This design comes from an exercise in tuning for small area and a short achievable clock period on the open sky130 flow, not from production work.
Only simulation tests tie the RTL to the original design; equivalence was not proved.
Power is estimated from default activity; no workload was simulated.

File: design/flow/design.v
package cap_pkg;
  localparam int unsigned cap_addr_w = 12;
  localparam logic [31:0] who_am_i_value = 32'h5A7E_0C01;
  localparam logic [31:0] dead_value     = 32'hDEAD_DEAD;
  localparam logic [3:0] reg_who_am_i   = 4'd0;
  localparam logic [3:0] reg_capt_depth = 4'd1;
  localparam logic [3:0] reg_data_w     = 4'd2;
  localparam logic [3:0] reg_trig_mode  = 4'd3;
  localparam logic [3:0] reg_trig_count = 4'd4;
  localparam logic [3:0] reg_capt_count = 4'd5;
  localparam logic [3:0] reg_go         = 4'd6;
  localparam logic [3:0] reg_capt_state = 4'd7;
  localparam logic [3:0] reg_trig_mask1 = 4'd8;
  localparam logic [3:0] reg_trig_mask2 = 4'd9;
  localparam logic [3:0] reg_trig_val1  = 4'd10;
  localparam logic [3:0] reg_trig_val2  = 4'd11;
  localparam logic [1:0] trig_none       = 2'd0;
  localparam logic [1:0] trig_single     = 2'd1;
  localparam logic [1:0] trig_continuous = 2'd2;
  localparam logic [1:0] st_idle    = 2'd0;
  localparam logic [1:0] st_armed   = 2'd1;
  localparam logic [1:0] st_capture = 2'd2;
  localparam logic [1:0] st_done    = 2'd3;
endpackage
`timescale 1ns/1ps
module cap_oai2 (
  input  logic [1:0] qn_i,
  input  logic [1:0] sn_i,
  output logic       y_o
);
  assign y_o = ~((sn_i[0] | qn_i[0]) & (sn_i[1] | qn_i[1]));
endmodule
module cap_nor2 (
  input  logic [1:0] a_i,
  output logic       y_o
);
  assign y_o = ~|a_i;
endmodule
module cap_nand4 (
  input  logic [3:0] a_i,
  output logic       y_o
);
  assign y_o = ~&a_i;
endmodule
`timescale 1ns/1ps
module wave_capture #(
  parameter int data_w     = 16,
  parameter int capt_depth = 128
) (
  input  logic              clk,
  input  logic              rst,
  input  logic [data_w-1:0] din_i,
  input  logic [31:0]       paddr_i,
  input  logic              pwrite_i,
  input  logic [31:0]       pwdata_i,
  input  logic              psel_i,
  input  logic              penable_i,
  output logic              pready_o,
  output logic [31:0]       prdata_o,
  output logic              pslverr_o
);
  localparam int aw = $clog2(capt_depth);
  localparam logic [aw-1:0] last_addr = aw'(capt_depth - 1);
  assign pslverr_o = 1'b0;
  logic [11:0] addr;
  logic        mem_sel;
  logic        reg_ok;
  logic [3:0]  reg_idx;
  logic        setup;
  logic        reg_wr;
  assign addr    = paddr_i[13:2];
  assign mem_sel = addr[11];
  assign reg_ok  = (addr[10:4] == 7'd0);
  assign reg_idx = addr[3:0];
  assign setup   = psel_i && !penable_i;
  assign reg_wr  = setup && pwrite_i && !mem_sel && reg_ok;
  logic [1:0]        trig_mode;
  logic              go;
  logic [data_w-1:0] trig_mask1;
  logic [data_w-1:0] trig_mask2;
  logic [data_w-1:0] trig_val1;
  logic [data_w-1:0] trig_val2;
  logic [31:0]       trig_count;
  logic [31:0]       capt_count;
  logic              mem_rd_pend;
  logic              trig_event;
  logic              capt_done;
  logic [1:0]        state;
  always_ff @(posedge clk) begin
    if (rst) begin
      pready_o    <= 1'b0;
      mem_rd_pend <= 1'b0;
      trig_mode   <= cap_pkg::trig_none;
      go          <= 1'b0;
      trig_mask1  <= '0;
      trig_mask2  <= '0;
      trig_val1   <= '0;
      trig_val2   <= '0;
      trig_count  <= '0;
      capt_count  <= '0;
    end else begin
      pready_o    <= (setup && (pwrite_i || !mem_sel)) || mem_rd_pend;
      mem_rd_pend <= setup && !pwrite_i && mem_sel;
      if (reg_wr && reg_idx == cap_pkg::reg_trig_count) trig_count <= pwdata_i;
      else if (trig_event)                                trig_count <= trig_count + 32'd1;
      if (reg_wr && reg_idx == cap_pkg::reg_capt_count) capt_count <= pwdata_i;
      else if (capt_done)                                 capt_count <= capt_count + 32'd1;
      if (reg_wr) begin
        case (reg_idx)
          cap_pkg::reg_trig_mode:  trig_mode  <= pwdata_i[1:0];
          cap_pkg::reg_go:         go         <= pwdata_i[0];
          cap_pkg::reg_trig_mask1: trig_mask1 <= pwdata_i[data_w-1:0];
          cap_pkg::reg_trig_mask2: trig_mask2 <= pwdata_i[data_w-1:0];
          cap_pkg::reg_trig_val1:  trig_val1  <= pwdata_i[data_w-1:0];
          cap_pkg::reg_trig_val2:  trig_val2  <= pwdata_i[data_w-1:0];
          default: ;
        endcase
      end
    end
  end
  logic [31:0] reg_rdata;
  always_comb begin
    reg_rdata = cap_pkg::dead_value;
    if (reg_ok) begin
      case (reg_idx)
        cap_pkg::reg_who_am_i:   reg_rdata = cap_pkg::who_am_i_value;
        cap_pkg::reg_capt_depth: reg_rdata = 32'(capt_depth);
        cap_pkg::reg_data_w:     reg_rdata = 32'(data_w);
        cap_pkg::reg_trig_mode:  reg_rdata = {30'd0, trig_mode};
        cap_pkg::reg_trig_count: reg_rdata = trig_count;
        cap_pkg::reg_capt_count: reg_rdata = capt_count;
        cap_pkg::reg_go:         reg_rdata = {31'd0, go};
        cap_pkg::reg_capt_state: reg_rdata = {30'd0, state};
        cap_pkg::reg_trig_mask1: reg_rdata = 32'(trig_mask1);
        cap_pkg::reg_trig_mask2: reg_rdata = 32'(trig_mask2);
        cap_pkg::reg_trig_val1:  reg_rdata = 32'(trig_val1);
        cap_pkg::reg_trig_val2:  reg_rdata = 32'(trig_val2);
        default:                 reg_rdata = cap_pkg::dead_value;
      endcase
    end
  end
  logic [data_w-1:0] din_d;
  logic [data_w-1:0] din_dd;
  logic              hit;
  logic              match;
  assign match = (((din_dd ^ trig_val1) & trig_mask1) == '0) &&
                 (((din_d  ^ trig_val2) & trig_mask2) == '0);
  always_ff @(posedge clk) begin
    din_d  <= din_i;
    din_dd <= din_d;
  end
  always_ff @(posedge clk) begin
    if (rst) hit <= 1'b0;
    else     hit <= match;
  end
  logic [aw-1:0] wr_addr;
  logic [aw-1:0] wr_addr_n;
  logic [1:0]    state_n;
  logic          restart;
  assign restart   = (trig_mode == cap_pkg::trig_continuous) && hit;
  logic [1:0] trig_mode_n;
  assign trig_mode_n = (reg_wr && reg_idx == cap_pkg::reg_trig_mode) ? pwdata_i[1:0] : trig_mode;
  logic st_idle, st_armed, st_cap, st_done;
  logic at_last;
  logic nx_cap, nx_armed;
  logic cap_seq_n;
  assign st_idle  = (state == cap_pkg::st_idle);
  assign st_armed = (state == cap_pkg::st_armed);
  assign st_cap   = (state == cap_pkg::st_capture);
  assign st_done  = (state == cap_pkg::st_done);
  assign at_last  = (wr_addr == last_addr);
  assign nx_cap   = go && ((st_idle && trig_mode == cap_pkg::trig_none) ||
                           (st_armed && hit) ||
                           (st_cap && (restart || !at_last)));
  assign nx_armed = go && ((st_idle && trig_mode != cap_pkg::trig_none) ||
                           (st_armed && !hit) ||
                           (st_cap && !restart && at_last && trig_mode == cap_pkg::trig_continuous));
  always_comb begin
    if (nx_cap)                    state_n = cap_pkg::st_capture;
    else if (nx_armed)             state_n = cap_pkg::st_armed;
    else if (go && (st_done || (st_cap && !restart && at_last)))
                                   state_n = cap_pkg::st_done;
    else                           state_n = cap_pkg::st_idle;
    if (st_idle)                   wr_addr_n = '0;
    else if (st_armed && hit)      wr_addr_n = aw'(1);
    else if (st_cap && restart)    wr_addr_n = aw'(1);
    else if (st_cap)               wr_addr_n = wr_addr + aw'(1);
    else                           wr_addr_n = wr_addr;
  end
  assign cap_seq_n = nx_cap && !(match && trig_mode_n == cap_pkg::trig_continuous);
  always_ff @(posedge clk) begin
    if (rst) begin
      state   <= cap_pkg::st_idle;
      wr_addr <= '0;
    end else begin
      state   <= state_n;
      wr_addr <= wr_addr_n;
    end
  end
  always_ff @(posedge clk) begin
    if (rst) capt_done <= 1'b0;
    else     capt_done <= go && st_cap && !restart && (wr_addr == last_addr - aw'(1)) &&
                          !(match && trig_mode_n == cap_pkg::trig_continuous);
  end
  logic go_n;
  assign go_n = (reg_wr && reg_idx == cap_pkg::reg_go) ? pwdata_i[0] : go;
  always_ff @(posedge clk) begin
    if (rst) trig_event <= 1'b0;
    else     trig_event <= match && go_n && (trig_mode_n != cap_pkg::trig_none);
  end
  logic [capt_depth-1:0]        we;
  logic [capt_depth*data_w-1:0] mem;    
  logic [15:0] wr_hi;
  logic [7:0]  wr_lo;
  logic        w0_force;
  always_ff @(posedge clk) begin
    if (rst) begin
      wr_hi    <= '0;
      wr_lo    <= '0;
      w0_force <= 1'b0;
    end else begin
      for (int i = 0; i < 16; i++) wr_hi[i] <= (wr_addr_n[6:3] == 4'(i));
      for (int j = 0; j < 8; j++)  wr_lo[j] <= cap_seq_n && (wr_addr_n[2:0] == 3'(j));
      w0_force <= match && (nx_armed || (nx_cap && trig_mode_n == cap_pkg::trig_continuous));
    end
  end
  always_comb begin
    for (int i = 0; i < capt_depth; i++) we[i] = wr_hi[i/8] && wr_lo[i%8];
    we[0] = we[0] || w0_force;
  end
  for (genvar i = 0; i < capt_depth; i++) begin : g_word
    always_ff @(posedge clk) begin
      if (we[i]) mem[i*data_w +: data_w] <= ~din_dd;
    end
  end
  localparam int n_grp = capt_depth / 2;
  logic                    mem_rd;
  logic [capt_depth-1:0]   rsel_n;
  logic [n_grp-1:0]        grp [data_w];
  logic [7:0]              part [data_w];
  logic [data_w-1:0]       rd_data;
  logic [31:0]             reg_part;
  assign reg_part = reg_rdata & {32{!mem_sel}};
  assign mem_rd = setup && !pwrite_i && mem_sel;
  always_comb begin
    for (int i = 0; i < capt_depth; i++) rsel_n[i] = !(mem_rd && (addr[aw-1:0] == aw'(i)));
  end
  for (genvar b = 0; b < data_w; b++) begin : g_bit
    for (genvar k = 0; k < n_grp; k++) begin : g_grp
      cap_oai2 u_oai (
        .qn_i ({mem[(k*2+1)*data_w+b], mem[(k*2)*data_w+b]}),
        .sn_i (rsel_n[k*2 +: 2]),
        .y_o  (grp[b][k])
      );
    end
    logic [31:0] l1_n;
    logic [7:0]  l2;
    for (genvar k = 0; k < 32; k++) begin : g_l1
      cap_nor2 u_nor (.a_i(grp[b][k*2 +: 2]), .y_o(l1_n[k]));
    end
    for (genvar k = 0; k < 8; k++) begin : g_l2
      cap_nand4 u_nand (.a_i(l1_n[k*4 +: 4]), .y_o(l2[k]));
    end
    always_ff @(posedge clk) begin
      part[b] <= l2;
    end
    assign rd_data[b] = |part[b];
  end
  always_ff @(posedge clk) begin
    prdata_o <= {reg_part[31:data_w], rd_data | reg_part[data_w-1:0]};
  end
endmodule
File: design/flow/run.sh
#!/bin/bash
# synth_recipe.tcl (not shown) runs the flow's synth.tcl, then flattens the netlist and writes it again
# the make line also repeats each setting of config.mk as NAME=value (left out here)
make -C /OpenROAD-flow-scripts/flow DESIGN_CONFIG=/design/flow/config.mk WORK_HOME=/design/flow/orfs CLKGATE_MAP_FILE= SYNTH_SCRIPT=/design/flow/synth_recipe.tcl finish
File: design/flow/config.mk
export PLATFORM = sky130hd
export DESIGN_NAME = wave_capture
export DESIGN_NICKNAME = wave_capture
export VERILOG_FILES = /design/flow/design.v
export SDC_FILE = /design/flow/constraint.sdc
export NUM_CORES = 4
export LEC_CHECK = 0
export CAP_MARGIN = 20
export CORE_MARGIN = 2
export CORE_UTILIZATION = 50
export CTS_CLUSTER_DIAMETER = 60
export CTS_CLUSTER_SIZE = 30
export GPL_TIMING_DRIVEN = 0
export SETUP_SLACK_MARGIN = 1.6
export SLEW_MARGIN = 20
export SYNTH_HIERARCHICAL = 1
export SYNTH_MINIMUM_KEEP_SIZE = 0
File: design/flow/constraint.sdc
create_clock -name core_clock -period 3.5 [get_ports {clk}]
set_input_delay 0.7000 -clock core_clock [delete_from_list [all_inputs] [get_ports {clk}]]
set_output_delay 0.7000 -clock core_clock [all_outputs]
set_load 0.01 [all_outputs]
==> results of run 1 <==
layer usage:
layer / wire [um] / part of all wire, % / GRT usage [%] / up-vias
met5: 28 / 0.011 / 0 / -
met2: 116000 / 45 / 43.0 / 2786
li1: - / - / - / 22600
met1: 104000 / 40 / 41.0 / 26900
met3: 25300 / 9.9 / 5.55 / 482
met4: 12200 / 4.7 / 11.1 / 4
state kept, by name, indices dropped and copies added, names as in the netlist, 2 cells and up:
signal	flops
capt_count	32
din_d	16
din_dd	16
mem	2048
part	128
prdata_o	32
state	2
trig_count	32
trig_mask1	16
trig_mask2	16
trig_mode	2
trig_val1	16
trig_val2	16
wr_addr	7
wr_hi	16
wr_lo	8
worst register-to-register path, delay by kind of cell (launching register included):
family / cells / cell delay, ns
DFF: 1 / 0.33
buffers and inverters: 4 / 0.64
AOI/OAI and AO/OA: 1 / 0.26
and+or+nand+nor: 4 / 0.75
metrics by stage:
step | power (mW) | TNS [ns] | util [%]
final | 51.4 | 0 | 60.8
after global routing | 52.7 | 0 | 60.8
after CTS | 51.6 | 0 | 58.7
after detailed placement | 32.9 | -150.62 | 53.7
after global placement | 32.8 | -528.40 | 52.8
after floorplan | 32.2 | 0 | -
Yosys stat by module, one instance, submodules excluded:
module,cells inside,copies in the design,cell area (um2)
cap_nor2,1,512,3.75
cap_oai2,1,1024,6.26
cap_nand4,1,128,6.26
wave_capture,3696,1,76000
kinds of logic (layout without fill, tap and decap cells):
group | after synthesis | in the layout | synth area share (%)
AOI/OAI and AO/OA | 1307 | 1307 | 9.81
xor gates and xnor gates | 97 | 97 | 0.998
adders and majority gates | 4 | 4 | 0.0588
muxes | 5 | 5 | 0.0735
DFF | 2410 | 2410 | 80.7
other | 1 | 18 | 0.00440
buffers and inverters | 137 | 784 | 0.629
and+or+nand+nor | 1399 | 1418 | 7.69
power by group through the flow:
| stage | clock (mW) | sequential [mW] | combinational [mW] |
|---|---|---|---|
| floorplan | 0 | 31.8 | 0.342 |
| global placement | 0 | 31.9 | 0.885 |
| detailed placement | 0 | 31.8 | 1.09 |
| CTS | 19.3 | 31.1 | 1.17 |
| global route | 20.3 | 31.1 | 1.29 |
| finish | 19.1 | 31.1 | 1.25 |
placed cells by master (no fill, tap or decap), types with 47 or more instances in the layout:
cell             Yosys  final
a211oi_1            75     65
a21oi_1             86     84
a22oi_1             71     68
and2_1             129     47
and2_4               0     63
buf_12               0     97
buf_4                1    141
buf_6                1     62
clkbuf_16            0    154
clkdlybuf4s50_1      0     47
dfxtp_1            362    314
edfxtp_1          2048   2048
nand2_1            237    104
nand2_4              0     89
nand2_8              0     55
nand3_1            104     97
nand4_1            155    155
nor2_1             624    494
nor2_2               0    100
o22ai_1           1026    855
o22ai_2              0    104
o22ai_4              0     67
xor2_1              67     66
worst min path at each step:
stage | end | slack (ns)
floorplan | din_dd[0]$_DFF_P_ | 0.35
global placement | din_dd[11]$_DFF_P_ | 0.36
detailed placement | din_dd[11]$_DFF_P_ | 0.35
CTS | prdata_o[3]$_DFF_P_ | 0.25
global route | din_d[8]$_DFF_P_ | 0.28
finish | prdata_o[3]$_DFF_P_ | 0.31
layout make-up:
type,count,area [um2]
fillers,12400,66400
clock buffers,155,3770
clock inverters,107,1280
diodes,17,42.5
repair inverters,4,20.0
multi-input cells,2832,20600
flip-flops and latches,2410,68800
plain buffers,107,835
inverters,30,173
repair buffers,381,4630
well taps,2218,2780
repair_timing:
item | CTS | global route
setup buffers | 108 | 97
pin swaps | 99 | 151
cloned | 10 | 17
setup endpoints to repair | 2577 | 1896
resized for setup | 666 | 731
==> metrics.yaml, run 1 <==
pwr-share-comb_pct: 2.4
crit_top_cell: "buf_6"
switchingPower_mw: 11.3
io_pins: 119
synth.most_common_cell: "edfxtp_1"
insertion_delay_ns: 0.81
fin_ws_ns: 1.34
min_period_over_period_pct: 61.8
start_util_pct: 50.3
first_iter_violations: 7633
maxCapViolations: 0
via_count: 52900
fin_skew_ns: 0.0414
placed_cell_area_um2: 91000
cts_max_level: 4
p_leak_nw: 33.1
worstMarginPinSlew_ns: 1.37
hold_path_class: "input port to flop"
hold_violations: 0
crit_type: "input port to flop"
grt_first_pass_wirelength_um: 354000
remaining_drc_errors: 0
grt_antenna_before_repair: 14
hold_slack_ns: 0.307
setup.worst_path.end_class: "flop"
synthTopCellsByCount: "2048 x edfxtp_1, 1026 x o22ai_1, 624 x nor2_1, 362 x dfxtp_1, 237 x nand2_1"
ff2ff_setup_slack_ns: 1.40
cp_data_required_time_ns: 4.19
synth-edff-count: 2048
synth-main-ff-cell: "edfxtp_1"
synth_area_um2: 85100
ys_seq_elements: 2410
slowest_delay_ns: 0.30
clk_pin_slew_worst_paths_ns: 0.09
grt_pass1_vias: 48900
cp_max_fo: 16
cts_tree: "yes"
hold_buffers: 0
final_area_um2: 103000
yosys_warnings: 10
endpoint: "part[5][1]$_DFF_P_"
syn_to_final_growth_pct: 20.9
fin_crit_ns: 2.16
core_area_um2: 169000
synth_cells: 5360
via_per_inst: 6.40
grt_max_degree: 43
clock_power_share_pct: 37.1
gr-total-overflow: 0
reg2reg_to: "wr_hi[7]$_SDFF_PP0_"
crit_chain: "buf_12, nor2b_4, nand3b_1, buf_6, buf_6, nor4_4, buf_4, buf_6, nand2_4, o22ai_1, nor2_2, nand4_1"
clock_sinks: 2410
dpl.hpwl_um: 164000
cp_top_family: "simple AND/OR/NAND/NOR gates"
dp_cells: 7750
synth_cell_types: 63
hold_path.startpoint: "paddr_i[13]"
synth_top_area_share_pct: 72.2
dr.pass1.iters: 8
internal_power_mw: 40.2
ys_seq_area_share_pct: 80.7
routabilityCongestion: 0.939
async_reset_ff_share_pct: 0
fmax_ghz: 0.462
num_rows: 151
p_sw_share_pct: 22.0
slew_headroom_pct: 7.99
synthesis.nets: 5449
ant_nets: 0
cp-start-kind: "input port"
rr_worst_depth: 9
finalSetupViolCount: 0
drive_gt1_share_pct: 23.2
cts_buffer_depth: 3
crit_buf_inv: 5
num-nets-final: 5997
status: "complete, no violations"
synth.top_cells.by_area: "edfxtp_1 72%, dfxtp_1 8.5%, o22ai_1 7.5%"
power.density_nw_per_um2: 500
r2r_start: "state[0]$_SDFF_PP0_"
cts-buffers-inserted: 142
fin_cells: 8261
dieHeight_um: 417
min_path_cells: 3
dieWidth_um: 417
wl_per_cell_um: 31.1
wirelength_um: 257000
crit_slowest_cell: "nor4_4"
cts_root_buf: "clkbuf_16"
cp.arrival_ns: 2.85
die-area_um2: 174000
slew_violations: 0
cp_num_cells: 12
vdd_drop_max_v: 0.000469
p_seq_share_pct: 60.5
port_buffers: 91
track_usage_pct: 28.4
post-place-ws_ns: -1.39
avgSynthCellArea_um2: 15.9
rsz0062_at_grt: "yes"
synth.largest_area_cell: "edfxtp_1"
setup.worst_path.start: "psel_i"
==> run 2, diff against run 1 <==
--- a/design/flow/config.mk
+++ b/design/flow/config.mk
@@ -11,5 +11,5 @@
 export CTS_CLUSTER_DIAMETER = 60
 export CTS_CLUSTER_SIZE = 30
-export GPL_TIMING_DRIVEN = 0
+export GPL_TIMING_DRIVEN = 1
 export SETUP_SLACK_MARGIN = 1.6
 export SLEW_MARGIN = 20
==> run 2 against run 1 <==
Effect of this change: sequential share of layout area about the same; still clean on timing, DRC and antenna; largest cell class unchanged; critical path type is now flop to flop; count of clock-buffer cells in the layout up 11; setup slack worse by 0.053 ns; sequential cell count unchanged; largest power group unchanged.
==> metrics.yaml, run 2 <==
synth.largest_area_cell: "edfxtp_1"
synth.most_common_cell: "edfxtp_1"
fin_crit_ns: 2.22  # +0.0534 ns
avgSynthCellArea_um2: 15.9  # unchanged
track_usage_pct: 27.7  # -0.72 points
grt_max_degree: 129  # +200%
slew_headroom_pct: 17.3  # +9.3 points
power.density_nw_per_um2: 504  # +0.78%
synth_top_area_share_pct: 72.2  # unchanged
yosys_warnings: 10  # unchanged
start_util_pct: 50.3  # unchanged
crit_chain: "clkinvlp_4, buf_4"
num_rows: 151  # unchanged
syn_to_final_growth_pct: 20.8  # about the same
vdd_drop_max_v: 0.000389  # -17%
post-place-ws_ns: -0.128  # +1.26 ns
fin_ws_ns: 1.28  # -0.0534 ns
largest_reg_flops: 2048  # unchanged
dieHeight_um: 417  # unchanged
rsz0062_at_grt: "yes"
cts_root_buf: "clkbuf_16"
clk_pin_slew_worst_paths_ns: 0.08  # about the same
top_regs: "mem (2048), part (128)"
port_buffers: 97  # +6.6%
insertion_delay_ns: 0.83  # +0.02 ns
synth_cell_types: 63  # unchanged
ys_seq_elements: 2410  # unchanged
via_per_inst: 6.33  # -1.0%
synth.top_cells.by_area: "edfxtp_1 72%, dfxtp_1 8.5%, o22ai_1 7.5%"
cts_buffer_depth: 3  # unchanged
finalSetupViolCount: 0  # unchanged
n_fill_cell: 12400  # +0.58%
crit_slowest_cell: "clkinvlp_4"
power_mw: 51.8  # +0.74%
grt_antenna_before_repair: 10  # -4
grt_first_pass_wirelength_um: 346000  # -2.2%
slowest_delay_ns: 0.87  # +0.57 ns
hold_path_class: "input port to flop"
synthTopCellsByCount: "2048 x edfxtp_1, 1026 x o22ai_1, 624 x nor2_1, 362 x dfxtp_1, 237 x nand2_1"
grt_pass1_vias: 48200  # -1.5%
cts-buffers-inserted: 146  # +2.8%
dieWidth_um: 417  # unchanged
worstMarginPinSlew_ns: 1.23  # -0.138 ns
cp_max_fo: 46  # +30
remaining_drc_errors: 0  # unchanged
cp_data_required_time_ns: 4.02  # -0.17 ns
synthesis.nets: 5449  # unchanged
status: "complete, no violations"
synth-main-ff-cell: "edfxtp_1"
cp_top_family: "buffers and inverters"
crit_buf_inv: 2  # -3
wl_per_cell_um: 30.2  # -3.0%
fmax_ghz: 0.451  # -2.4%
die-area_um2: 174000  # unchanged
maxCapViolations: 0  # unchanged
layout_common_cells: "2048 x edfxtp_1, 756 x o22ai_1, 492 x nor2_1, 319 x dfxtp_1, 235 x buf_4"
drive_gt1_share_pct: 23.9  # +0.74 points
core_area_um2: 169000  # unchanged
first_iter_violations: 7658  # +0.33%
ant_nets: 0  # unchanged
finish.utilization_pct: 60.8  # about the same
dpl.hpwl_um: 151000  # -7.9%
ys_seq_area_share_pct: 80.7  # unchanged
synth_area_um2: 85100  # unchanged
async_reset_ff_share_pct: 0  # unchanged
cp.arrival_ns: 2.73  # -0.12 ns
gr-total-overflow: 0  # unchanged
clock_sinks: 2410  # unchanged
crit_type: "flop to flop"
setup.worst_path.end_class: "flop"
io_pins: 119  # unchanged
dr.pass1.iters: 5  # -3
final_common_cell: "edfxtp_1"
min_period_over_period_pct: 63.3  # +1.5 points
slew_violations: 0  # unchanged
hold_slack_ns: 0.324  # +0.0173 ns
cts_max_level: 4  # unchanged
cp-start-kind: "flop"
routabilityCongestion: 0.888  # -5.4%
fin_skew_ns: 0.0481  # +0.00675 ns
synth_cells: 5360  # unchanged
num-nets-final: 5988  # -0.15%
p_leak_nw: 32.7  # -1.3%
wirelength_um: 249000  # -3.2%
synth-edff-count: 2048  # unchanged
ff2ff_setup_slack_ns: 1.28  # -0.12 ns
cts_tree: "yes"
max_flop_register: "mem"
via_count: 52200  # -1.2%
hold_violations: 0  # unchanged
## run 2: report_power, final
part	internal (mW)	switching, mW	total, mW
clock network	9.35	10.2	19.6
registers	31.1	0.0660	31.2
logic	0.272	0.808	1.08
## run 2: timing repair
| action | in CTS | in global routing |
|---|---|---|
| gates cloned | 11 | 12 |
| buffers inserted | 74 | 34 |
| hold buffers | 0 | 0 |
| resized for setup | 628 | 540 |
| endpoints found under the setup margin | 2145 | 634 |
| pin swaps | 49 | 85 |
## run 2: path summary, 6_finish.rpt
| check | startpoint | end | cells after the start |
|---|---|---|---|
| setup / recovery | din_dd[12]$_DFF_P_ | mem[956]$_DFFE_PP_ | 2 |
| hold / removal | din_i[0] | din_d[0]$_DFF_P_ | 1 |
| setup reg to reg | din_dd[12]$_DFF_P_ | mem[956]$_DFFE_PP_ | 2 |
| hold reg to reg | din_d[8]$_DFF_P_ | din_dd[8]$_DFF_P_ | 0 |
## run 2: area by class of cell
type                            count  area (um2)  share of cell area, %
Clock buffer                      166        3980                   3.87
Antenna cell                        8        20.0                 0.0195
Timing Repair inverter              4        22.5                 0.0219
Multi-Input combinational cell   2819       20300                   19.7
Sequential cell                  2410       68800                   66.9
Clock inverter                    103        1290                   1.25
Tap cell                         2218        2780                   2.70
Timing Repair Buffer              488        5460                   5.31
Inverter                           30         173                  0.168
## run 2: modules after synthesis, one instance, submodules excluded
module | flip-flops and latches | cell area, um2 | times used | cells inside
wave_capture | 2410 | 76000 | 1 | 3696
cap_oai2 | 0 | 6.26 | 1024 | 1
cap_nor2 | 0 | 3.75 | 512 | 1
cap_nand4 | 0 | 6.26 | 128 | 1
## run 2: per-stage QoR
step	setup TNS, ns	instances	cell area [um2]
after floorplan	0	5360	85600
after global placement	-2.93	7836	91700
after detailed placement	-2.13	7837	91700
after CTS	0	8191	99500
after global routing	0	8238	103000
final	0	8246	103000
## run 2: kinds of logic (layout without fill, tap and decap cells)
family | after synthesis | after routing | share of synthesized area (%)
AO/OA/AOI/OAI | 1307 | 1308 | 9.81
flip-flops | 2410 | 2410 | 80.7
XOR/XNOR | 97 | 97 | 0.998
buffers and inverters | 137 | 791 | 0.629
other | 1 | 9 | 0.00440
adder cells (fa/ha/maj) | 4 | 4 | 0.0588
AND/OR/NAND/NOR | 1399 | 1403 | 7.69
multiplexers | 5 | 6 | 0.0735
## run 2: per-layer routing
layer  wire, um  vias up  track usage, %
met3      23600      361            4.91
met2     114000     2557            42.1
met4       7730        2            8.44
li1           -    22600               -
met5         13        -               0
met1     103000    26700            41.1
==> run 3, diff against run 2 <==
--- a/design/flow/design.v
+++ b/design/flow/design.v
@@ -142,4 +142,5 @@
   logic [data_w-1:0] din_d;
   logic [data_w-1:0] din_dd;
+  logic [data_w-1:0] din_ddn;    
   logic              hit;
   logic              match;
@@ -149,4 +150,5 @@
     din_d  <= din_i;
     din_dd <= din_d;
+    din_ddn <= ~din_d;
   end
   always_ff @(posedge clk) begin
@@ -212,4 +214,8 @@
   logic [capt_depth*data_w-1:0] mem;    
   logic [15:0] wr_hi;
+  logic        hi_clr;
+  logic        hi_adv;
+  assign hi_clr = st_idle || (st_armed && hit) || (st_cap && restart);
+  assign hi_adv = st_cap && !restart && (wr_addr[2:0] == 3'd7);
   logic [7:0]  wr_lo;
   logic        w0_force;
@@ -220,5 +226,6 @@
       w0_force <= 1'b0;
     end else begin
-      for (int i = 0; i < 16; i++) wr_hi[i] <= (wr_addr_n[6:3] == 4'(i));
+      if (hi_clr)      wr_hi <= 16'd1;
+      else if (hi_adv) wr_hi <= {wr_hi[14:0], wr_hi[15]};
       for (int j = 0; j < 8; j++)  wr_lo[j] <= cap_seq_n && (wr_addr_n[2:0] == 3'(j));
       w0_force <= match && (nx_armed || (nx_cap && trig_mode_n == cap_pkg::trig_continuous));
@@ -231,9 +238,8 @@
   for (genvar i = 0; i < capt_depth; i++) begin : g_word
     always_ff @(posedge clk) begin
-      if (we[i]) mem[i*data_w +: data_w] <= ~din_dd;
+      if (we[i]) mem[i*data_w +: data_w] <= (i < capt_depth / 2) ? din_ddn : ~din_dd;
     end
   end
   localparam int n_grp = capt_depth / 2;
-  logic                    mem_rd;
   logic [capt_depth-1:0]   rsel_n;
   logic [n_grp-1:0]        grp [data_w];
@@ -242,7 +248,6 @@
   logic [31:0]             reg_part;
   assign reg_part = reg_rdata & {32{!mem_sel}};
-  assign mem_rd = setup && !pwrite_i && mem_sel;
-  always_comb begin
-    for (int i = 0; i < capt_depth; i++) rsel_n[i] = !(mem_rd && (addr[aw-1:0] == aw'(i)));
+  always_comb begin
+    for (int i = 0; i < capt_depth; i++) rsel_n[i] = (addr[aw-1:0] != aw'(i));
   end
   for (genvar b = 0; b < data_w; b++) begin : g_bit
@@ -265,5 +270,5 @@
       part[b] <= l2;
     end
-    assign rd_data[b] = |part[b];
+    assign rd_data[b] = mem_rd_pend && |part[b];
   end
   always_ff @(posedge clk) begin
--- a/design/flow/config.mk
+++ b/design/flow/config.mk
@@ -11,5 +11,5 @@
 export CTS_CLUSTER_DIAMETER = 60
 export CTS_CLUSTER_SIZE = 30
-export GPL_TIMING_DRIVEN = 1
+export GPL_TIMING_DRIVEN = 0
 export SETUP_SLACK_MARGIN = 1.6
 export SLEW_MARGIN = 20
==> run 3 against run 2 <==
Effect of this change: synthesized cell count up 1.1%; critical endpoint is now wr_lo[5]$_SDFF_PP0_; critical path type unchanged; largest cell class unchanged; clock skew up 0.0045 ns; power up 0.33%; global-route usage down 0.096 points; via count down 1.9%; sequential cell count up 16; fmax up 9.6%; hold slack worse by 0.23 ns; cell count down 0.85%.
==> metrics.yaml, run 3 <==
largest_reg_flops: 2048  # unchanged
synth.top_cells.by_area: "edfxtp_1 72%, dfxtp_1 8.8%, o22ai_1 7.5%"
ys_seq_elements: 2426  # +0.66%
cp-start-kind: "flop"
grt_antenna_before_repair: 10  # unchanged
maxCapViolations: 0  # unchanged
hold_path.startpoint: "penable_i"
slew_headroom_pct: 27.8  # +11 points
synthesis.nets: 5509  # +1.1%
async_reset_ff_share_pct: 0  # unchanged
post-place-ws_ns: -1.30  # -1.17 ns
via_count: 51200  # -1.9%
io_pins: 119  # unchanged
grt_max_degree: 65  # -50%
remaining_drc_errors: 0  # unchanged
final_area_um2: 99900  # -2.9%
dieHeight_um: 418  # +0.24%
avgSynthCellArea_um2: 15.8  # -0.61%
slowest_delay_ns: 0.48  # -0.39 ns
ys_seq_area_share_pct: 80.7  # about the same
synth_cell_types: 64  # +1.6%
cts-buffers-inserted: 142  # -2.7%
grt_first_pass_wirelength_um: 344000  # -0.55%
fin_crit_ns: 2.02  # -0.194 ns
die-area_um2: 174000  # +0.48%
grt_pass1_vias: 47700  # -1.0%
ant_nets: 0  # unchanged
synth_cells: 5419  # +1.1%
dp_cells: 7774  # -0.80%
slew_violations: 0  # unchanged
drive_gt1_share_pct: 18.0  # -5.9 points
synthTopCellsByCount: "2048 x edfxtp_1, 1024 x o22ai_1, 607 x nor2_1, 378 x dfxtp_1, 344 x nand2_1"
worstMarginPinSlew_ns: 1.07  # -0.156 ns
synth-main-ff-cell: "edfxtp_1"
clk_pin_slew_worst_paths_ns: 0.09  # about the same
crit_chain: "buf_2, nor2b_1, nand2_1, a31oi_4, or3b_2, a2111oi_2"
dieWidth_um: 418  # +0.24%
rsz0062_at_grt: "yes"
fin_ws_ns: 1.48  # +0.194 ns
synth-edff-count: 2048  # unchanged
clock_sinks: 2426  # +0.66%
crit_slowest_cell: "or3b_2"
hold_violations: 0  # unchanged
wl_per_cell_um: 30.2  # about the same
synth.largest_area_cell: "edfxtp_1"
min_period_over_period_pct: 57.8  # -5.6 points
fin_skew_ns: 0.0526  # +0.00447 ns
gr-total-overflow: 0  # unchanged
cts_root_buf: "clkbuf_16"
synth_area_um2: 85600  # +0.48%
r2r_start: "state[1]$_SDFF_PP0_"
synth_top_area_share_pct: 71.9  # -0.35 points
final_common_cell: "edfxtp_1"
syn_to_final_growth_pct: 16.8
dpl.hpwl_um: 157000  # +3.6%
synth.most_common_cell: "edfxtp_1"
layout_common_cells: "2048 x edfxtp_1, 997 x o22ai_1, 584 x nor2_1, 278 x dfxtp_1, 199 x nand2_1"
power.density_nw_per_um2: 520  # +3.3%
via_per_inst: 6.26  # -1.1%
first_iter_violations: 6617  # -14%
cts_tree: "yes"
setup.worst_path.start: "state[1]$_SDFF_PP0_"
yosys_warnings: 10  # unchanged
cp_max_fo: 10  # -78%
core_area_um2: 170000  # +0.22%
wirelength_um: 247000  # -0.82%
fin_cells: 8176  # -0.85%
top_regs: "mem (2048), part (128)"
port_buffers: 91  # -6.2%
cp_data_required_time_ns: 4.21  # +0.19 ns
cts_max_level: 4  # unchanged
p_leak_nw: 32.0  # -2.1%
vdd_drop_max_v: 0.000568  # +46%
crit_type: "flop to flop"
status: "complete, no violations"
start_util_pct: 50.4  # +0.13 points
max_flop_register: "mem"
cp.arrival_ns: 2.73  # about the same
finalSetupViolCount: 0  # unchanged
dr.pass1.iters: 6  # +1
hold_path_class: "input port to flop"
insertion_delay_ns: 0.84  # about the same
routabilityCongestion: 0.928  # +4.5%
num-nets-final: 5925  # -1.1%
placed_cell_area_um2: 91900  # +0.21%
setup.worst_path.end_class: "flop"
num_rows: 151  # unchanged
cts_buffer_depth: 3  # unchanged
fmax_ghz: 0.495  # +9.6%
track_usage_pct: 27.6  # -0.096 points
## run 3: cell count changes after synthesis, sizes merged, moves of 10 or more
cell	change
nor3	-13
nor2	-17
inv	+16
a41o	-10
a21oi	+11
nand3	-73
nand2	+107
dfxtp	+16
## run 3: layer usage
layer | up-vias | share of wire (%) | wire (um) | global-route usage [%]
met5 | - | 0.0097 | 24 | 0
met3 | 397 | 7.8 | 19200 | 4.00
met2 | 2219 | 48 | 118000 | 43.9
li1 | 22500 | - | - | -
met1 | 26100 | 41 | 100000 | 39.0
met4 | 4 | 3.8 | 9250 | 10.2
## run 3: cell families after synthesis
logic type	after synthesis	synth area share, %
compound gates	1323	9.86
xor+xnor	95	0.973
fa+ha+maj	5	0.0731
buf+inv	163	0.744
flops	2426	80.7
mux	3	0.0497
other cells	1	0.00438
simple gates	1403	7.56
## run 3: modules after synthesis, one instance, submodules excluded
| module | area [um2] | cells |
|---|---|---|
| cap_nand4 | 6.26 | 1 |
| cap_nor2 | 3.75 | 1 |
| cap_oai2 | 6.26 | 1 |
| wave_capture | 76400 | 3755 |
## run 3: power breakdown
group | internal [mW] | switching, mW
Sequential | 31.3 | 0.194
Combinational | 0.421 | 1.11
Clock | 8.68 | 10.3
## run 3: repair_timing
action | in CTS | in global routing
hold buffers | 0 | 0
buffers inserted | 60 | 72
cloned | 0 | 3
pin swaps | 43 | 50
setup endpoints to repair | 2372 | 860
resized for setup | 476 | 344
## run 3: path summary, 6_finish.rpt
| path | endpoint | slack, ns | cells after the start |
|---|---|---|---|
| hold / removal | mem_rd_pend$_SDFF_PP0_ | 0.09 | 2 |
| setup / recovery | wr_lo[5]$_SDFF_PP0_ | 1.48 | 6 |
| setup reg to reg | wr_lo[5]$_SDFF_PP0_ | 1.48 | 6 |
| hold reg to reg | din_dd[7]$_DFF_P_ | 0.38 | 0 |
## run 3: critical path: cells and delay by family (launching register included)
family | cells | cell delay, ns
compound gates | 2 | 0.56
buf+inv | 1 | 0.19
flops | 1 | 0.33
simple gates | 3 | 0.82
## run 3: layout make-up
cell class                      instances  area, um2
Fill cell                           12900      69800
Clock buffer                          160       3790
Tap cell                             2218       2780
Inverter                               46        213
Clock inverter                        102       1200
Antenna cell                            5       12.5
Multi-Input combinational cell       2830      18200
Timing Repair Buffer                  272       3080
Sequential cell                      2426      69300
Buffer                                117       1320
## run 3: through the flow
stage	hold WS, ns	utilization (%)	TNS, ns	power (mW)
2_1_floorplan	0.362	-	0	32.6
3_3_place_gp	0.372	53.5	-197.75	33.5
3_5_place_dp	0.380	54.2	-126.51	33.6
4_1_cts	0.193	58.1	0	52.2
5_1_grt	0.104	58.9	0	53.3
6_report	0.0897	58.9	0	52.0
==> run 4, diff against run 3 <==
--- a/design/flow/config.mk
+++ b/design/flow/config.mk
@@ -12,5 +12,5 @@
 export CTS_CLUSTER_SIZE = 30
 export GPL_TIMING_DRIVEN = 0
-export SETUP_SLACK_MARGIN = 1.6
+export SETUP_SLACK_MARGIN = 1.4
 export SLEW_MARGIN = 20
 export SYNTH_HIERARCHICAL = 1
==> run 4 against run 3 <==
Effect of this change: power increased by 0.83%; utilization fell by 1.2 points; sequential power barely moved; fmax fell by 7.4%; count of clock-buffer cells in the layout fell by 7; synthesized cell count is the same; clock power up 3%; global-route usage shrank 0.51 points; setup slack got worse by 0.16 ns; synthesized area is the same; sequential share of layout area rose by 1.3 points; critical path depth down 3.
==> metrics.yaml, run 4 <==
ys_seq_elements: 2426  # unchanged
maxCapViolations: 0  # unchanged
wl_per_cell_um: 29.8  # -1.3%
slew_violations: 0  # unchanged
grt_pass1_vias: 47300  # -0.91%
dpl.hpwl_um: 154000  # -1.6%
p_leak_nw: 31.2  # -2.6%
synth_area_um2: 85600  # unchanged
dr.pass1.iters: 6  # unchanged
hold_buffers: 0  # unchanged
synth.largest_area_cell: "edfxtp_1"
met1_usage_pct: 38.5  # -0.56 points
avgSynthCellArea_um2: 15.8  # unchanged
clk_pin_slew_worst_paths_ns: 0.09  # about the same
rsz0062_at_grt: "yes"
synth_cell_types: 64  # unchanged
grt_max_degree: 65  # unchanged
port_buffers: 91  # unchanged
cp_max_fo: 1  # -9
core_area_um2: 170000  # unchanged
p_sw_share_pct: 22.5  # +0.20 points
finalSetupViolCount: 0  # unchanged
synthTopCellsByCount: "2048 x edfxtp_1, 1024 x o22ai_1, 607 x nor2_1, 378 x dfxtp_1, 344 x nand2_1"
grt.busiest_layer: "met2"
fin_ws_ns: 1.32  # -0.162 ns
ff2ff_setup_slack_ns: 1.32  # -0.16 ns
cts_max_level: 4  # unchanged
cts_tree: "yes"
fmax_ghz: 0.458  # -7.4%
io_pins: 119  # unchanged
async_reset_ff_share_pct: 0  # unchanged
cts-buffers-inserted: 143  # +0.70%
min_path_cells: 1  # -1
hold_path_class: "input port to flop"
yosys_warnings: 10  # unchanged
vdd_drop_max_v: 0.000520  # -8.5%
synth.most_common_cell: "edfxtp_1"
grt_util_met3_pct: 3.86  # -0.15 points
crit_type: "flop to flop"
finish.utilization_pct: 57.7  # -1.2 points
hold_violations: 0  # unchanged
drive_gt1_share_pct: 14.3  # -3.7 points
largest_reg_flops: 2048  # unchanged
max_flop_register: "mem"
top_regs: "mem (2048), part (128)"
gr-total-overflow: 0  # unchanged
dp_cells: 7769  # -0.064%
switchingPower_mw: 11.8  # +1.8%
dieWidth_um: 418  # unchanged
status: "complete, no violations"
grt_first_pass_wirelength_um: 339000  # -1.4%
met2_usage_pct: 43.4  # -0.44 points
cp-start-kind: "flop"
cp_data_required_time_ns: 4.20  # about the same
reg2reg_to: "prdata_o[15]$_DFF_P_"
remaining_drc_errors: 0  # unchanged
fin_crit_ns: 2.18  # +0.162 ns
p_seq_share_pct: 60.2  # -0.4 points
track_usage_pct: 27.1  # -0.51 points
ant_nets: 0  # unchanged
dieHeight_um: 418  # unchanged
rr_worst_depth: 3  # -3
synth.top_cells.by_area: "edfxtp_1 72%, dfxtp_1 8.8%, o22ai_1 7.5%"
wirelength_um: 241000  # -2.2%
cts_buffer_depth: 3  # unchanged
synth_top_area_share_pct: 71.9  # unchanged
num-nets-final: 5852  # -1.2%
grt_antenna_before_repair: 6  # -4
hold_path_end: "din_d[15]$_DFF_P_"
cp.arrival_ns: 2.88  # +0.15 ns
post-place-ws_ns: -1.39  # -0.0846 ns
first_iter_violations: 6354  # -4.0%
fin_skew_ns: 0.0443  # -0.00825 ns
synthesis.nets: 5509  # unchanged
synth-main-ff-cell: "edfxtp_1"
layout_common_cells: "2048 x edfxtp_1, 1021 x o22ai_1, 595 x nor2_1, 342 x dfxtp_1, 211 x nand2_1"
start_util_pct: 50.4  # unchanged
internal_power_mw: 40.6  # +0.57%
final_common_cell: "edfxtp_1"
worstMarginPinSlew_ns: 1.24  # +0.167 ns
ys_seq_area_share_pct: 80.7  # unchanged
via_per_inst: 6.26  # -0.14%
syn_to_final_growth_pct: 14.4
num_rows: 151  # unchanged
routabilityCongestion: 0.923  # -0.62%
min_period_over_period_pct: 62.4  # +4.6 points
cts_root_buf: "clkbuf_16"
fin_cells: 8106  # -0.86%
power_mw: 52.4  # +0.83%
synth-edff-count: 2048  # unchanged
r2r_start: "part[15][1]$_DFF_P_"
clock_power_share_pct: 37.2  # +0.7 points
setup.worst_path.end_class: "flop"
via_count: 50700  # -0.99%
insertion_delay_ns: 0.83  # about the same
power.density_nw_per_um2: 536  # +3.0%
pwr-share-comb_pct: 2.7  # -0.2 points
die-area_um2: 174000  # unchanged
hold_path.startpoint: "din_i[15]"
clock_sinks: 2426  # unchanged
synth_cells: 5419  # unchanged
slew_headroom_pct: 16.6  # -11 points
[run 4: cell count changes in the layout (fill, tap and decap cells not counted), sizes merged]
cell,change
buf,-105
clkbuf,+16
inv,+7
clkinv,+4
bufinv,+3
clkdlybuf4s50,+3
clkdlybuf4s15,+2
diode,-2
clkdlybuf4s18,+1
clkinvlp,-1
dlygate4sd2,+1
dlymetal6s2s,+1
[run 4: worst max path at each step]
stage                                start  slack, ns  depth (start not counted)                           to
3_3_place_gp                    paddr_i[3]      -2.58                          8           part[4][1]$_DFF_P_
2_1_floorplan                   paddr_i[9]       1.01                          5         capt_done$_SDFF_PP0_
6_report               part[15][1]$_DFF_P_       1.32                          3         prdata_o[15]$_DFF_P_
4_1_cts          trig_mode[1]$_SDFFE_PP0P_       1.21                          7       wr_hi[10]$_SDFFE_PP0P_
3_5_place_dp                    paddr_i[3]      -1.39                          8           part[4][1]$_DFF_P_
5_1_grt        trig_count[14]$_SDFFE_PP0P_       1.35                          6  trig_count[30]$_SDFFE_PP0P_
[run 4: logic make-up after synthesis]
| family | after synthesis | share of synthesized area (%) |
|---|---|---|
| buf+inv | 163 | 0.744 |
| mux | 3 | 0.0497 |
| other cells | 1 | 0.00438 |
| fa+ha+maj | 5 | 0.0731 |
| flops | 2426 | 80.7 |
| xor+xnor | 95 | 0.973 |
| compound gates | 1323 | 9.86 |
| simple gates | 1403 | 7.56 |
[run 4: what timing repair did]
item	4_1_cts	5_1_grt
gates cloned	0	1
resized for setup	307	205
endpoints found under the setup margin	1680	294
pin swaps	23	22
buffers inserted	36	29
[run 4: power groups by stage]
stage / registers (mW) / logic [mW] / clock network, mW
6_report: 31.5 / 1.40 / 19.5
3_5_place_dp: 32.2 / 1.30 / 0
3_3_place_gp: 32.3 / 1.07 / 0
4_1_cts: 31.5 / 1.36 / 19.8
5_1_grt: 31.6 / 1.44 / 20.8
2_1_floorplan: 32.1 / 0.406 / 0
[run 4: layout make-up]
| type | instances | area (um2) |
|---|---|---|
| multi-input cells | 2830 | 17300 |
| clock inverters | 115 | 1510 |
| flip-flops and latches | 2426 | 69200 |
| diodes | 3 | 7.51 |
| repair buffers | 198 | 2230 |
| clock buffers | 153 | 3730 |
| plain buffers | 117 | 957 |
| well taps | 2218 | 2780 |
| fillers | 13100 | 71800 |
| inverters | 46 | 213 |
[run 4: per-stage QoR]
step                instance area (um2)  TNS, ns  hold WS, ns
global route                      97800        0        0.270
floorplan                         86100        0        0.362
global placement                  89800  -271.15        0.384
finish                            97800        0        0.313
CTS                               97300        0        0.260
detailed placement                90800  -135.93        0.390
[run 4: layer usage]
metal	vias to the layer above	wire, um
li1	22300	-
met1	25900	97700
met2	2182	115000
met3	366	19400
met4	0	8870
met5	-	0
[run 4: Yosys stat by module, one instance, submodules excluded]
| module | flops+latches | cells inside |
|---|---|---|
| cap_nor2 | 0 | 1 |
| wave_capture | 2426 | 3755 |
| cap_nand4 | 0 | 1 |
| cap_oai2 | 0 | 1 |
[run 4: critical path: stages, from the launching register on]
cell	delay, ns
dfxtp_1	0.36
nor4_1	1.05
nand2_1	0.36
a21o_1	0.29
==> run 5, diff against run 4 <==
--- a/design/flow/config.mk
+++ b/design/flow/config.mk
@@ -12,5 +12,5 @@
 export CTS_CLUSTER_SIZE = 30
 export GPL_TIMING_DRIVEN = 0
-export SETUP_SLACK_MARGIN = 1.4
+export SETUP_SLACK_MARGIN = 1.8
 export SLEW_MARGIN = 20
 export SYNTH_HIERARCHICAL = 1
==> run 5 against run 4 <==
Effect of this change: the layout now fails its checks (antenna violations); sequential cell count unchanged; hold slack got worse by 0.20 ns; register-to-register slack improved by 0.15 ns; combinational power increased by 23%; count of clock-buffer cells in the layout increased by 4; clock skew increased by 0.0040 ns; cell count increased by 3.0%.
==> metrics.yaml, run 5 <==
core_area_um2: 170000  # unchanged
synthesis.nets: 5509  # unchanged
largest_reg_flops: 2048  # unchanged
finalSetupViolCount: 0  # unchanged
maxCapViolations: 0  # unchanged
reg2reg_to: "wr_lo[5]$_SDFF_PP0_"
yosys_warnings: 10  # unchanged
min_period_over_period_pct: 58.7  # -3.6 points
worstMarginPinSlew_ns: 1.03  # -0.210 ns
synth_top_family_by_area: "compound AO/OA/AOI/OAI gates"
async_reset_ff_share_pct: 0  # unchanged
cts_tree: "yes"
synth_cell_types: 64  # unchanged
num-nets-final: 6095  # +4.2%
ys_seq_area_share_pct: 80.7  # unchanged
dieWidth_um: 418  # unchanged
num_rows: 151  # unchanged
hold_path.startpoint: "penable_i"
synthMuxAreaShare_pct: 0.0497  # unchanged
clock_sinks: 2426  # unchanged
fin_skew_ns: 0.0484  # +0.00401 ns
cp-start-kind: "flop"
crit_type: "flop to output port"
cts-buffers-inserted: 144  # +0.70%
ant_nets: 1  # +1
min_path_cells: 2  # +1
p_leak_nw: 33.8  # +8.6%
r2r_start: "trig_val2[9]$_SDFFE_PP0P_"
cp_data_required_time_ns: 2.80  # -1.40 ns
synth.most_common_cell: "edfxtp_1"
hold_path_end: "mem_rd_pend$_SDFF_PP0_"
insertion_delay_ns: 0.84  # about the same
track_usage_pct: 28.3  # +1.2 points
top_regs: "mem (2048), part (128)"
cts_max_level: 4  # unchanged
fin_crit_ns: 2.06  # -0.128 ns
power.density_nw_per_um2: 502  # -6.4%
fmax_ghz: 0.486  # +6.2%
final_common_cell: "edfxtp_1"
cp_max_fo: 1  # unchanged
vdd_drop_max_v: 0.000554  # +6.6%
drive_gt1_share_pct: 26.2  # +12 points
slew_violations: 0  # unchanged
ff2ff_setup_slack_ns: 1.47  # +0.15 ns
cts_buffer_depth: 3  # unchanged
start_util_pct: 50.4  # unchanged
setup.worst_path.end_class: "output port"
cts_root_buf: "clkbuf_16"
crit_buf_inv: 1  # +1
power_mw: 52.6  # +0.40%
max_flop_register: "mem"
gr-total-overflow: 0  # unchanged
synth_top_area_share_pct: 71.9  # unchanged
crit_chain: "buf_6"
grt_max_degree: 65  # unchanged
slew_headroom_pct: 30.7  # +14 points
routabilityCongestion: 0.940  # +1.9%
cp.arrival_ns: 1.36  # -1.52 ns
synth_cells: 5419  # unchanged
synthAdderAreaFrac_pct: 0.0731  # unchanged
avgSynthCellArea_um2: 15.8  # unchanged
dieHeight_um: 418  # unchanged
via_count: 52700  # +3.9%
first_iter_violations: 6740  # +6.1%
rr_worst_depth: 8  # +5
grt_pass1_vias: 48300  # +2.3%
hold_path_class: "input port to flop"
port_buffers: 91  # unchanged
ys_seq_elements: 2426  # unchanged
setup.worst_path.start: "prdata_o[9]$_DFF_P_"
finish.utilization_pct: 61.9  # +4.2 points
synth-edff-count: 2048  # unchanged
slowest_delay_ns: 0.41  # -0.64 ns
grt_first_pass_wirelength_um: 352000  # +3.7%
hold_violations: 0  # unchanged
wirelength_um: 256000  # +6.2%
remaining_drc_errors: 0  # unchanged
synth.largest_area_cell: "edfxtp_1"
final.setup.tns_ns: 0  # unchanged
via_per_inst: 6.31  # +0.84%
synth-main-ff-cell: "edfxtp_1"
rsz0062_at_grt: "yes"
so_faults: "antenna violations"
synth.top_cells.by_area: "edfxtp_1 72%, dfxtp_1 8.8%, o22ai_1 7.5%"
status: "complete, but fails checks"
dr.pass1.iters: 7  # +1
wl_per_cell_um: 30.7  # +3.1%
syn_to_final_growth_pct: 22.7
hold_buffers: 0  # unchanged
cp_top_family: "flip-flops"
synth_compound_area_share_pct: 9.86  # unchanged
dpl.hpwl_um: 158000  # +2.2%
layout_common_cells: "2048 x edfxtp_1, 867 x o22ai_1, 493 x nor2_1, 282 x dfxtp_1, 190 x buf_4"
crit_slowest_cell: "dfxtp_4"
grt_antenna_before_repair: 16  # +10
die-area_um2: 174000  # unchanged
io_pins: 119  # unchanged
synthTopCellsByCount: "2048 x edfxtp_1, 1024 x o22ai_1, 607 x nor2_1, 378 x dfxtp_1, 344 x nand2_1"
yosys.area_share.simple_pct: 7.56  # unchanged
synth_area_um2: 85600  # unchanged
clk_pin_slew_worst_paths_ns: 0.09  # about the same
synth-xor-area-share_pct: 0.973  # unchanged
run 5: cell counts after synthesis:
Identical to the previous run, type by type.
run 5: worst max path at each step:
| stage | depth (start not counted) | end |
|---|---|---|
| floorplan | 5 | capt_done$_SDFF_PP0_ |
| global placement | 7 | part[4][2]$_DFF_P_ |
| detailed placement | 8 | part[4][2]$_DFF_P_ |
| CTS | 1 | prdata_o[5] |
| global route | 8 | capt_done$_SDFF_PP0_ |
| finish | 1 | prdata_o[9] |
run 5: timing repair:
action	in CTS	in global routing
pin swaps	101	191
setup buffers	127	144
hold endpoints to repair	0	0
endpoints found under the setup margin	2410	2348
cloned	22	13
resized for setup	728	787
run 5: kinds of logic (layout without fill, tap and decap cells):
group	after synthesis	count (layout)
adders and majority gates	5	5
other	1	8
and+or+nand+nor	1403	1419
muxes	3	3
buffers and inverters	163	853
DFF	2426	2426
AOI/OAI and AO/OA	1323	1323
xor gates and xnor gates	95	95
run 5: where the power goes:
part / leakage (nW) / total (mW) / switching [mW] / internal, mW
Combinational: 9.80 / 1.72 / 1.20 / 0.521
Sequential: 21.5 / 31.5 / 0.194 / 31.3
Clock: 2.51 / 19.4 / 10.3 / 9.08
Total: 33.8 / 52.6 / 11.7 / 40.9
run 5: cell type report:
class | instances | area, um2
flip-flops and latches | 2426 | 69300
fillers | 12100 | 64700
multi-input cells | 2846 | 21100
repair buffers | 424 | 4840
clock buffers | 157 | 3770
well taps | 2218 | 2780
plain buffers | 117 | 1490
clock inverters | 109 | 1390
inverters | 46 | 213
diodes | 7 | 17.5
run 5: layer usage:
metal / wire length, um / global-route usage, % / vias up / share of wire (%)
met5: 78 / 0 / - / 0.030
met4: 11700 / 11.0 / 12 / 4.5
met3: 20600 / 4.61 / 510 / 8.0
met2: 122000 / 45.1 / 2484 / 48
met1: 102000 / 39.4 / 26800 / 40
li1: - / - / 22800 / -
run 5: Yosys stat by module, one instance, submodules excluded:
| module | copies in the design | flops+latches |
|---|---|---|
| cap_nor2 | 512 | 0 |
| wave_capture | 1 | 2426 |
| cap_oai2 | 1024 | 0 |
| cap_nand4 | 128 | 0 |
run 5: per-stage QoR:
step	setup slack, ns	hold slack (ns)	instance area, um2	std cells
floorplan	1.01	0.362	87100	5419
global placement	-2.07	0.379	90800	7728
detailed placement	-1.48	0.382	91800	7770
CTS	1.40	0.236	101000	8185
global route	1.42	0.110	105000	8343
finish	1.44	0.118	105000	8350
==> run 6, diff against run 5 <==
--- a/design/flow/config.mk
+++ b/design/flow/config.mk
@@ -8,9 +8,9 @@
 export CAP_MARGIN = 20
 export CORE_MARGIN = 2
-export CORE_UTILIZATION = 50
+export CORE_UTILIZATION = 58
 export CTS_CLUSTER_DIAMETER = 60
 export CTS_CLUSTER_SIZE = 30
 export GPL_TIMING_DRIVEN = 0
-export SETUP_SLACK_MARGIN = 1.8
+export SETUP_SLACK_MARGIN = 1.7
 export SLEW_MARGIN = 20
 export SYNTH_HIERARCHICAL = 1
==> run 6 against run 5 <==
Effect of this change: sequential cell count is the same; now clean on timing, DRC and antenna; critical path type is now input port to flop; cell count down 4.9%; final area shrank 2.9%.
==> metrics.yaml, run 6 <==
track_usage_pct: 32.3  # +4.0 points
dr.pass1.iters: 7  # unchanged
dp_cells: 7469  # -3.9%
core_area_um2: 146000  # -14%
ant_nets: 0  # -1
rsz0062_at_grt: "yes"
num_rows: 140  # -7.3%
yosys_warnings: 10  # unchanged
r2r_start: "wr_addr[1]$_SDFF_PP0_"
fin_ws_ns: 1.45  # +0.00350 ns
synth-main-ff-cell: "edfxtp_1"
internal_power_mw: 40.7  # -0.39%
p_leak_nw: 32.8  # -3.1%
vdd_drop_max_v: 0.000514  # -7.2%
wirelength_um: 250000  # -2.4%
drive_gt1_share_pct: 22.2  # -4.0 points
max_flop_register: "mem"
min_path_cells: 2  # unchanged
clock_power_share_pct: 36.7  # -0.2 points
ys_seq_area_share_pct: 80.7  # unchanged
synthesis.nets: 5509  # unchanged
fin_skew_ns: 0.0435  # -0.00484 ns
synth.largest_area_cell: "edfxtp_1"
fmax_ghz: 0.487  # +0.17%
synthTopCellsByCount: "2048 x edfxtp_1, 1024 x o22ai_1, 607 x nor2_1, 378 x dfxtp_1, 344 x nand2_1"
hold_buffers: 0  # unchanged
gr-total-overflow: 0  # unchanged
dpl.hpwl_um: 155000  # -1.8%
cp.arrival_ns: 2.72  # +1.36 ns
cts_max_level: 4  # unchanged
largest_reg_flops: 2048  # unchanged
insertion_delay_ns: 0.82  # -0.02 ns
slew_violations: 0  # unchanged
slowest_delay_ns: 0.58  # +0.17 ns
cp_max_fo: 6  # +5
power_mw: 52.4  # -0.45%
synth-edff-count: 2048  # unchanged
routabilityCongestion: 0.921  # -2.0%
layout_common_cells: "2048 x edfxtp_1, 945 x o22ai_1, 526 x nor2_1, 275 x dfxtp_1, 195 x nand2_1"
clk_pin_slew_worst_paths_ns: 0.08  # about the same
synth.top_cells.by_area: "edfxtp_1 72%, dfxtp_1 8.8%, o22ai_1 7.5%"
post-place-ws_ns: -0.991  # +0.488 ns
ff2ff_setup_slack_ns: 1.50  # +0.03 ns
io_pins: 119  # unchanged
cts_root_buf: "clkbuf_16"
grt_max_degree: 65  # unchanged
final_common_cell: "edfxtp_1"
grt_pass1_vias: 48000  # -0.73%
grt_antenna_before_repair: 6  # -10
p_seq_share_pct: 60.1  # +0.3 points
start_util_pct: 58.6  # +8.1 points
hold_path_class: "input port to flop"
via_count: 52000  # -1.3%
synth_cells: 5419  # unchanged
hold_path_end: "mem_rd_pend$_SDFF_PP0_"
syn_to_final_growth_pct: 19.1
pwr-share-comb_pct: 3.2  # about the same
synth_cell_types: 64  # unchanged
cts_buffer_depth: 3  # unchanged
worstMarginPinSlew_ns: 0.931  # -0.0986 ns
crit_slowest_cell: "or4_4"
via_per_inst: 6.55  # +3.9%
first_iter_violations: 6704  # -0.53%
rr_worst_depth: 6  # -2
slew_headroom_pct: 37.9  # +7.2 points
p_sw_share_pct: 22.2  # -0.042 points
async_reset_ff_share_pct: 0  # unchanged
dieHeight_um: 388  # -7.1%
crit_chain: "buf_8, or4_4, or4b_4, buf_6, mux2i_4, a2111oi_4"
synth_top_area_share_pct: 71.9  # unchanged
dieWidth_um: 388  # -7.1%
status: "complete, no violations"
crit_type: "input port to flop"
ys_seq_elements: 2426  # unchanged
n_fill_cell: 9626  # -21%
reg2reg_to: "wr_lo[5]$_SDFF_PP0_"
hold_violations: 0  # unchanged
wl_per_cell_um: 31.5  # +2.6%
num-nets-final: 5983  # -1.8%
avgSynthCellArea_um2: 15.8  # unchanged
clock_sinks: 2426  # unchanged
fin_cells: 7938  # -4.9%
cts_tree: "yes"
finalSetupViolCount: 0  # unchanged
cp_data_required_time_ns: 4.16  # +1.36 ns
maxCapViolations: 0  # unchanged
die-area_um2: 151000  # -14%
switchingPower_mw: 11.7  # -0.64%
cts-buffers-inserted: 144  # unchanged
port_buffers: 91  # unchanged
finish.utilization_pct: 69.7  # +7.9 points
synth_area_um2: 85600  # unchanged
cp-start-kind: "input port"
setup.worst_path.end_class: "flop"
power.density_nw_per_um2: 514  # +2.5%
hold_path.startpoint: "penable_i"
grt_first_pass_wirelength_um: 347000  # -1.4%
remaining_drc_errors: 0  # unchanged
min_period_over_period_pct: 58.6  # -0.10 points
synth.most_common_cell: "edfxtp_1"
fin_crit_ns: 2.05  # -0.00350 ns
top_regs: "mem (2048), part (128)"
-- run 6: cell count changes in the layout (fill, tap and decap cells not counted), sizes merged, moves of 2 or more --
cell          before  now
buf              410  297
bufbuf             0    2
clkbuf           239  245
clkinv            41   37
diode              7    5
dlygate4sd2        0    2
dlymetal6s2s       2    0
inv              100  107
nand2            359  353
-- run 6: layout make-up --
cell class | instances | area, um2 | share of cell area [%]
plain buffers | 117 | 1410 | 1.39
clock inverters | 112 | 1400 | 1.38
clock buffers | 157 | 3700 | 3.64
diodes | 5 | 12.5 | 0.0123
flip-flops and latches | 2426 | 69300 | 68.0
well taps | 1917 | 2400 | 2.35
repair buffers | 319 | 3810 | 3.74
inverters | 46 | 210 | 0.206
multi-input cells | 2839 | 19700 | 19.3
-- run 6: worst max path at each step --
stage                                end                 startpoint  cells after the start
global placement     part[11][0]$_DFF_P_                 paddr_i[2]                      7
floorplan           capt_done$_SDFF_PP0_                 paddr_i[9]                      5
detailed placement    part[0][0]$_DFF_P_                 paddr_i[2]                      8
CTS                  wr_lo[5]$_SDFF_PP0_  trig_mode[1]$_SDFFE_PP0P_                      6
finish              capt_done$_SDFF_PP0_                paddr_i[11]                      6
global route         wr_lo[5]$_SDFF_PP0_        state[0]$_SDFF_PP0_                      6
-- run 6: cell families (layout without fill, tap and decap cells) --
| group | count (synthesis) | after routing | synth area share [%] |
|---|---|---|---|
| and+or+nand+nor | 1403 | 1412 | 7.56 |
| other | 1 | 6 | 0.00438 |
| xor gates and xnor gates | 95 | 95 | 0.973 |
| adders and majority gates | 5 | 5 | 0.0731 |
| muxes | 3 | 3 | 0.0497 |
| buffers and inverters | 163 | 751 | 0.744 |
| AOI/OAI and AO/OA | 1323 | 1323 | 9.86 |
| DFF | 2426 | 2426 | 80.7 |
-- run 6: routing by layer --
metal	vias to the layer above	global-route usage [%]	wire length, um
met5	-	0	27
met4	4	11.5	10000
met3	406	5.91	23000
met2	2587	51.4	119000
met1	26400	45.2	97600
li1	22600	-	-
-- run 6: worst max-delay path, delay by kind of cell --
family | cells | cell delay, ns
AND/OR/NAND/NOR | 2 | 1.12
AO/OA/AOI/OAI | 1 | 0.42
multiplexers | 1 | 0.22
buffers and inverters | 2 | 0.24
-- run 6: stage by stage --
stage	instance area, um2	hold WS [ns]	setup TNS, ns
finish	102000	0.146	0
global route	102000	0.123	0
CTS	99400	0.274	0
detailed placement	91500	0.389	-98.40
global placement	90400	0.394	-175.06
floorplan	87100	0.362	0
-- run 6: modules after synthesis (local to each module, per instance) --
module	cells	times used	cell area (um2)	flip-flops and latches
cap_oai2	1	1024	6.26	0
wave_capture	3755	1	76400	2426
cap_nand4	1	128	6.26	0
cap_nor2	1	512	3.75	0
-- run 6: repair_timing --
action | CTS | global route
gates resized for setup | 649 | 492
setup endpoints to repair | 2410 | 1524
pin swaps | 71 | 112
cloned | 10 | 9
setup buffers | 108 | 68
-- run 6: power by group through the flow --
stage / logic, mW / registers, mW / clock network (mW)
detailed placement: 1.42 / 32.1 / 0
global route: 1.73 / 31.5 / 20.4
global placement: 1.12 / 32.4 / 0
CTS: 1.57 / 31.5 / 19.4
floorplan: 0.449 / 32.1 / 0
finish: 1.69 / 31.5 / 19.2

==> re-timing with driven ports <==
No port has a modelled driver above. Below, the same layouts with a new extraction and two added sets of constraints. Step 1, drivers: a clkbuf_16 drives clk and a buf_2 each remaining input, both assumed. Step 2 times the ports against the registers' clock, not the clock port: input delays grow and output delays shrink by t, the midpoint of the rising clock arrivals with the driver on. Three values: ideal, step 1, step 2; two values: the first two.
run | t (ns) | slack for setup (ns) | worst register clock-pin slew, ns
run 1 | 0.879 | 1.337 / 1.353 / 0.474 | 0.11 / 0.11
run 2 | 0.890 | 1.284 / 1.284 / 0.595 | 0.11 / 0.11
run 3 | 0.903 | 1.478 / 1.422 / 0.667 | 0.11 / 0.11
run 4 | 0.889 | 1.317 / 1.317 / 0.515 | 0.11 / 0.11
run 5 | 0.909 | 1.444 / 1.354 / 0.622 | 0.11 / 0.11
run 6 | 0.883 | 1.448 / 1.464 / 0.596 | 0.10 / 0.10
For run 1, which loses most, drivers alone change the setup slack by +0.016 ns; drivers and shift together by -0.863 ns.
